This is an optimization exercise on Yosys and OpenROAD, whose aim is small area and a short achievable clock period, not a production implementation. No functional check of the RTL was part of any run shown here. Power is estimated from default activity; no workload was simulated.

==> flow/design.v (outline; a module is shown in full before it is edited, if it fits) <==
// module array_multiplier: 1336 lines
// module mult_fa: 10 lines
// module mult_xor: 7 lines
// module mult_xnor: 7 lines
// module mult_or: 7 lines
module array_multiplier (
	input  logic                     clk,
	input  logic                     reset,
	input  logic                     in_valid,
	input  mult_sizes_pkg::operand_t x,
	input  mult_sizes_pkg::operand_t y,
	output logic                     product_valid,
	output mult_sizes_pkg::product_t product
);
  // ...
==> flow/flow/run.sh <==
#!/bin/bash
# Layout flow: the standard ORFS flow (standard.sh, unchanged synthesis),
# with smaller port buffers and a clock tree built from clkbuf_8 without
# dummy loads. Each tool's output goes to a log file in this folder.
set -euo pipefail
export BUFFER_PORTS_ARGS="-buffer_cell sky130_fd_sc_hd__buf_1"
export CTS_ARGS="-sink_clustering_enable -repair_clock_nets -buf_list sky130_fd_sc_hd__clkbuf_8 -dont_use_dummy_load"
bash standard.sh finish > flow_make.log 2>&1
==> flow/standard.sh <==
#!/bin/bash
# synth_recipe.tcl (not shown) runs the flow's synth.tcl, then flattens the netlist and writes it again
# the make line also repeats each setting of config.mk as NAME=value (left out here)
make -C /OpenROAD-flow-scripts/flow DESIGN_CONFIG=/design/flow/config.mk WORK_HOME=/design/flow/orfs CLKGATE_MAP_FILE= SYNTH_SCRIPT=/design/flow/synth_recipe.tcl "${@:-finish}"
==> flow/config.mk <==
export PLATFORM = sky130hd
export DESIGN_NAME = array_multiplier
export DESIGN_NICKNAME = array_multiplier
export VERILOG_FILES = /design/flow/design.v
export SDC_FILE = /design/flow/constraint.sdc
export NUM_CORES = 4
export LEC_CHECK = 0
export CAP_MARGIN = 20
export CORE_MARGIN = 2
export CORE_UTILIZATION = 40
export SETUP_SLACK_MARGIN = 3.7
export SLEW_MARGIN = 20
export SYNTH_HIERARCHICAL = 1
==> flow/constraint.sdc <==
create_clock -name core_clock -period 6.0 [get_ports {clk}]
set_input_delay 1.2000 -clock core_clock [delete_from_list [all_inputs] [get_ports {clk}]]
set_output_delay 1.2000 -clock core_clock [all_outputs]
set_load 0.01 [all_outputs]
==> results.toml, run 1 <==
[setup_path]
path_cells = "buf_4, nand2_1, fa_1, fa_1, fa_1"
slowest_stage = "fa_1"

[outcome]
status = "finished clean"

[clocking]
clk_latency_ns = 0.51
cts_made_buffers = 38

[finish]
mostFrequentLayoutCell = "nand2_1"
seq_cells = 217
buf_share_pct = 4.86
layout-drive-gt1-share_pct = 13.7
clock_area_share_pct = 4.26
diodes = 0
fillCellCount = 2471
largest_reg_flops = 30
multi_input_area_share_pct = 50.9
fin_util_pct = 46.0
nNetsFinal = 1236

[synthesis]
yosysUniqueCellTypes = 34
synth_compound_area_share_pct = 3.50
synth_xor_area_share_pct = 3.65
synth_ff_type = "dfxtp_1"

[floorplanning]
initial_utilization_pct = 40.4
taps = 341

[routing]
wl_met3_um = 2040
wl_per_cell_um = 16.7
wirelength_met1_um = 9530

[worst_hold_path]
whs_path_depth = 0

[power_and_ir_drop]
p_int_mw = 3.71

[place]
port_buffers = 67
hpwlAfterDp_um = 15700
dp_cells = 1235

[global_routing]
grt_pass1_vias = 6788
grt_use_met3_pct = 4.61
==> run 2, diff against run 1 <==
==> flow/flow/run.sh (replaced) <==
#!/bin/bash
# Layout flow: the standard ORFS flow (standard.sh, unchanged synthesis),
# with smaller port buffers and a clock tree built from clkbuf_8 without
# dummy loads. Each tool's output goes to a log file in this folder.
set -euo pipefail
export BUFFER_PORTS_ARGS="-buffer_cell sky130_fd_sc_hd__buf_1"
export CTS_ARGS="-sink_clustering_enable -repair_clock_nets -sink_clustering_size 12 -sink_clustering_max_diameter 60 -buf_list sky130_fd_sc_hd__clkbuf_8 -dont_use_dummy_load"
bash standard.sh finish > flow_make.log 2>&1
==> run 2 against run 1 <==
Still clean on timing, DRC and antenna. Flip-flop and latch count unchanged. Clock skew decreased by 0.017 ns. Design area decreased by 0.83%. Combinational power about the same. Register-to-register slack improved by 0.03 ns. Power decreased by 3.9%. Routed wire length decreased by 0.29%. Sequential share of layout area increased by 0.32 points. Worst hold slack got worse by 0.0069 ns. Die area unchanged. Critical path depth unchanged. Largest cell class unchanged. Largest power group unchanged. Highest routed layer unchanged.
==> results.toml, run 2 <==
[routing]
dr.pass1.iters = 5
vias_per_cell = 4.93
drtIter0Drc = 352
antenna_left = 0
wl_per_cell_um = 16.9
totalWireLength_um = 21900
via_count = 6400
drcViolationCount = 0

[setup_path]
path_buf_inv = 0
critPathTopFamily = "adder cells"
rrSetupSlack_ns = 3.71
start_kind = "flip-flop"
path_cells = "nand2_1, fa_1, fa_1, fa_1, ha_1"
slowest_stage = "fa_1"
critical_path_required_ns = 6.44
critPathCaptureType = "flip-flop"
critPathMaxFanout = 16
max_stage_delay_ns = 0.48
r2r_cells = 5
path_class = "reg2reg"
r2r_end = "r988"
crit_top_cell = "fa_1"
cp_data_arrival_time_ns = 2.73
reg2reg_from = "r884"

[sta]
whs_ns = 0.314
slew_viol_final = 0
tightest_slew_ns = 0.561
rsz0062_at_grt = "true"
fin_crit_ns = 2.29
slew_headroom_pct = 62.5
setup-violations-final = 0
setup_tns_ns = 0
min_period_over_period_pct = 38.2
fmax_mhz = 436
finClkSkew_ns = 0.0432
hold_viol = 0

[worst_hold_path]
whs_path_depth = 0
hp-start = "r1030"
min_path_type = "reg2reg"
hold-path-endpoint = "r1031"

[power_and_ir_drop]
cellLeakagePower_nw = 4.56
total_power_mw = 5.35
vdd_drop_max_uv = 206
powerDensity_mw_per_mm2 = 439

[finish]
regMostFlops = "product"
mostFrequentLayoutCell = "nand2_1"
largest_reg_flops = 30
design_area_sq_mm = 0.0122
syn2layout_area_growth_pct = 12.8
nNetsFinal = 1218
layout-drive-gt1-share_pct = 12.4
fin_util_pct = 45.6
diodes = 0
final_cell_mix = "nand2_1 (255), fa_1 (190), dfxtp_1 (183)"

[clocking]
clk_latency_ns = 0.54
cts_root_buffer = "clkbuf_8"
htree_levels = 1
cts.sinks = 217
cts_made_buffers = 24
clockBufferDepth = 3
path_clk_slew_ns = 0.08
holdBufCountCts = 0
cts_tree = "yes"

[floorplanning]
ios = 68
fp.dieW_um = 168
num_rows = 60
dieHeight_um = 168
fp.coreArea_sq_mm = 0.0267
initial_utilization_pct = 40.4
dieArea_sq_mm = 0.0283

[synthesis]
async_flop_share_pct = 0
synthCells = 888
synth_ff_type = "dfxtp_1"
synth_edf_count = 0
synth_top_area_share_pct = 40.2
synthTopCellsByCount = "nand2_1 (255), dfxtp_1 (217), fa_1 (195)"
synth_warnings = 7
postSynthAreaPerCell_sq_um = 12.2
synth.yosys.seq_area_share_pct = 40.2
synth_nets = 1148
synth_top_cell_by_area = "dfxtp_1"
netlist_area_sq_mm = 0.0108
synth-seq-cells = 217
synth_most_common_cell = "nand2_1"
yosysUniqueCellTypes = 34
synth_area_leaders = "dfxtp_1 (40%), fa_1 (36%), nand2_1 (8.9%)"

[global_routing]
grt_max_degree = 17
track_usage_pct = 15.9
grt_pass1_wl_um = 35300
antenna_found_initial = 0
grt_pass1_vias = 6669
grt_overflow_total = 0

[place]
hpwlAfterDp_um = 15700
post_dp_cell_area_sq_mm = 0.0112
place_congestion = 0.871
port_buffers = 67

[run]
maxCapViolations = 0

[outcome]
status = "finished clean"
-- run 2: cell types whose count changed in the layout (fill, tap and decap cells not counted), sizes merged --
cell,previous run,this run
clkbuf,38,24
buf,109,105
-- run 2: kinds of logic (layout without fill, tap and decap cells) --
family                   Yosys count  in the layout  synth area share (%)
adder cells (fa/ha/maj)          225            225                  39.6
AND/OR/NAND/NOR                  287            287                  10.6
XOR/XNOR                          45             45                  3.65
flip-flops                       217            217                  40.2
buffers and inverters             66            134                  2.33
AO/OA/AOI/OAI                     47             47                  3.50
other                              1              1                0.0347
-- run 2: layout make-up --
cell class / instances / area (sq um)
flip-flops and latches: 217 / 4460
repair buffers: 105 / 681
fillers: 2460 / 14500
clock buffers: 24 / 330
multi-input cells: 605 / 6260
well taps: 341 / 427
inverters: 5 / 18.8
-- run 2: per-module statistics from Yosys, one instance, submodules excluded --
module,area [sq um],flops+latches,copies in the design
array_multiplier,6410,217,1
mult_fa,20.0,0,195
mult_or,6.26,0,15
mult_xnor,8.76,0,45
-- run 2: worst max path at each step --
stage | depth (start not counted) | from | endpoint
floorplan | 7 | r884 | r988
global placement | 5 | r869 | r988
detailed placement | 5 | r869 | r988
CTS | 5 | r884 | r988
global route | 5 | r867 | r988
finish | 5 | r884 | r988
-- run 2: timing repair --
action                                 CTS  global route
setup buffers                            3            35
pin swaps                                2            10
setup endpoints to repair               74            31
endpoints found under the hold margin    0             0
gates resized for setup                 55            24
-- run 2: per-stage QoR --
stage / setup WS, ns / std cells
2_1_floorplan: 3.65 / 888
3_3_place_gp: 3.27 / 1235
3_5_place_dp: 3.27 / 1235
4_1_cts: 3.61 / 1262
5_1_grt: 3.64 / 1297
6_report: 3.71 / 1297
-- run 2: layer usage --
metal | track usage [%] | wire length (um) | vias up
li1 | - | - | 2847
met1 | 21.7 | 9610 | 3229
met2 | 25.8 | 9900 | 278
met3 | 3.83 | 1870 | 46
met4 | 4.05 | 539 | 0
met5 | 0 | 0 | -
-- run 2: report_power, final --
part           internal (mW)  total, mW  switching [mW]
logic                   1.19       2.27            1.08
registers               1.98       2.27           0.283
clock network          0.354      0.816           0.462
total                   3.52       5.35            1.82
==> run 3, diff against run 2 <==
--- a/flow/config.mk
+++ b/flow/config.mk
@@ -8,6 +8,6 @@
 export CAP_MARGIN = 20
 export CORE_MARGIN = 2
 export CORE_UTILIZATION = 40
-export SETUP_SLACK_MARGIN = 3.7
+export SETUP_SLACK_MARGIN = 3.65
 export SLEW_MARGIN = 20
 export SYNTH_HIERARCHICAL = 1
==> run 3 against run 2 <==
Sequential power about the same. Worst hold slack gained 0.015 ns. Still clean. Synthesized area unchanged. First-iteration DRC count down 8.5%. Largest cell class unchanged. Design area shrank 2.2%. Clock skew grew 0.0065 ns. Die area stayed put.
==> results.toml, run 3 <==
[sta]
whs_ns = 0.329
fin_crit_ns = 2.34
tightest_slew_ns = 0.548
min_period_over_period_pct = 39.0
finalWorstSetupSlack_ns = 3.66
rsz0062_at_grt = "true"
slew_headroom_pct = 63.4
setup_tns_ns = 0
slew_viol_final = 0
fmax_mhz = 428
finClkSkew_ns = 0.0498
hold_viol = 0
setup-violations-final = 0

[setup_path]
r2r_cells = 5
critical_path_required_ns = 6.43
start_kind = "flip-flop"
path_class = "reg2reg"
critPathMaxFanout = 16
cp_data_arrival_time_ns = 2.77
critPathCaptureType = "flip-flop"

[finish]
final_cell_mix = "nand2_1 (255), fa_1 (194), dfxtp_1 (185)"
diodes = 0
mostFrequentLayoutCell = "nand2_1"
layout-drive-gt1-share_pct = 9.64
nNetsFinal = 1196
largest_reg_flops = 30
syn2layout_area_growth_pct = 10.3
regMostFlops = "product"

[routing]
totalWireLength_um = 21400
via_count = 6274
drtIter0Drc = 322
drcViolationCount = 0
dr.pass1.iters = 5
antenna_left = 0
wl_per_cell_um = 16.8
vias_per_cell = 4.92

[synthesis]
synthSimpleGateAreaFrac_pct = 10.6
synthTopCellsByCount = "nand2_1 (255), dfxtp_1 (217), fa_1 (195)"
synthCells = 888
synth-seq-cells = 217
synth_top_area_share_pct = 40.2
synth_xor_area_share_pct = 3.65
synth_warnings = 7
yosysUniqueCellTypes = 34
synth_compound_area_share_pct = 3.50
synth_top_family_by_area = "adder cells"
postSynthAreaPerCell_sq_um = 12.2
synth_nets = 1148
synth_edf_count = 0
synth.yosys.seq_area_share_pct = 40.2
async_flop_share_pct = 0
netlist_area_sq_mm = 0.0108
synth.mux.area_fraction_pct = 0
synth_ff_type = "dfxtp_1"
synth_most_common_cell = "nand2_1"
synth_top_cell_by_area = "dfxtp_1"
synth_area_leaders = "dfxtp_1 (40%), fa_1 (36%), nand2_1 (8.9%)"
synthAdderAreaFrac_pct = 39.6

[floorplanning]
fp.coreArea_sq_mm = 0.0267
num_rows = 60
ios = 68
initial_utilization_pct = 40.4
dieHeight_um = 168
fp.dieW_um = 168
dieArea_sq_mm = 0.0283

[power_and_ir_drop]
seqPwrFrac_pct = 43.1
pwr-share-clk_pct = 14.6
cellLeakagePower_nw = 4.42
p_sw_mw = 1.82
p_int_mw = 3.48
p_comb_share_pct = 42.4
swShare_pct = 34.3
vdd_drop_max_uv = 222
powerDensity_mw_per_mm2 = 445

[clocking]
cts_tree = "yes"
cts_root_buffer = "clkbuf_8"
cts.sinks = 217
path_clk_slew_ns = 0.08
holdBufCountCts = 0
clockBufferDepth = 3
cts_made_buffers = 22
clk_latency_ns = 0.54
htree_levels = 1

[place]
hpwlAfterDp_um = 15500
place_ws_ns = 3.27
port_buffers = 67
place_congestion = 0.872

[global_routing]
grt_max_degree = 17
track_usage_pct = 15.7
antenna_found_initial = 0
grt_pass1_wl_um = 35000
grt_pass1_vias = 6731
grt_overflow_total = 0

[worst_hold_path]
whs_path_depth = 0
min_path_type = "reg2reg"

[run]
maxCapViolations = 0

[outcome]
status = "finished clean"
[run 3: final timing paths]
| kind | from | to | slack (ns) |
|---|---|---|---|
| min reg2reg | r1059 | product[11] | 0.33 |
| min | r1059 | product[11] | 0.33 |
| max reg2reg | r885 | r988 | 3.66 |
| max | r885 | r988 | 3.66 |
[run 3: final cells by class]
class | instances | area [sq um]
fillers | 2488 | 14800
multi-input cells | 605 | 6250
flip-flops and latches | 217 | 4460
repair buffers | 85 | 453
well taps | 341 | 427
clock buffers | 22 | 303
inverters | 5 | 18.8
[run 3: worst max-delay path, stage by stage, from the launching register on]
cell     delay (ns)
dfxtp_4        0.47
nand2_1        0.11
fa_1           0.50
fa_1           0.39
fa_1           0.44
ha_1           0.30
[run 3: Yosys stat by module (local to each module, per instance)]
| module | cells inside | area, sq um | copies in the design |
|---|---|---|---|
| array_multiplier | 633 | 6410 | 1 |
| mult_fa | 1 | 20.0 | 195 |
| mult_or | 1 | 6.26 | 15 |
| mult_xnor | 1 | 8.76 | 45 |
[run 3: power by group through the flow]
stage,clock network [mW],logic [mW],registers (mW)
6_report,0.773,2.25,2.28
5_1_grt,0.864,2.63,2.34
4_1_cts,0.819,2.23,2.29
3_5_place_dp,0,2.20,2.33
3_3_place_gp,0,2.14,2.32
2_1_floorplan,0,1.65,2.27
[run 3: per-layer routing]
| metal | track usage [%] | part of all wire, % | up-vias |
|---|---|---|---|
| met5 | 0 | 0 | - |
| met1 | 21.6 | 44 | 3177 |
| met4 | 5.02 | 2.6 | 0 |
| met3 | 4.14 | 9.1 | 46 |
| met2 | 24.3 | 44 | 248 |
| li1 | - | - | 2803 |
[run 3: repair_timing]
action | in CTS | in global routing
resized for setup | 59 | 10
endpoints found under the setup margin | 73 | 19
pin swaps | 1 | 0
setup buffers | 1 | 17
[run 3: logic make-up (layout without fill, tap and decap cells)]
logic type               count (synthesis)  count (layout)
AO/OA/AOI/OAI                           47              47
XOR/XNOR                                45              45
adder cells (fa/ha/maj)                225             225
buffers and inverters                   66             112
flip-flops                             217             217
other                                    1               1
AND/OR/NAND/NOR                        287             287
[run 3: metrics by stage]
| step | power (mW) | cell area, sq um | utilization [%] | instances |
|---|---|---|---|---|
| 2_1_floorplan | 3.91 | 10900 | - | 888 |
| 3_3_place_gp | 4.46 | 11200 | 42.1 | 1235 |
| 3_5_place_dp | 4.53 | 11200 | 42.1 | 1235 |
| 4_1_cts | 5.34 | 11700 | 43.7 | 1258 |
| 5_1_grt | 5.84 | 11900 | 44.6 | 1275 |
| 6_report | 5.30 | 11900 | 44.6 | 1275 |

[static timing again, ports no longer ideal]
No port has a modelled driver above. Below, the same layouts with a new extraction and two added sets of constraints. Step 1: set_driving_cell puts a clkbuf_16 on clk and a buf_2 on each other input, an assumption about the parent block. Step 2 also shifts input and output timing later by t, the mid clock arrival at the registers, as if the neighbouring blocks saw the same clock. Three values: ideal, step 1, step 2; two values: the first two.
run | shift t [ns] | slack for setup (ns) | worst hold slack (ns)
run 1 | 0.528 | 3.682 / 3.682 / 3.682 | 0.321 / 0.321 / 0.321
run 2 | 0.566 | 3.707 / 3.707 / 3.707 | 0.314 / 0.314 / 0.314
run 3 | 0.555 | 3.662 / 3.662 / 3.662 | 0.329 / 0.329 / 0.329
After both steps every run listed still meets setup and hold.
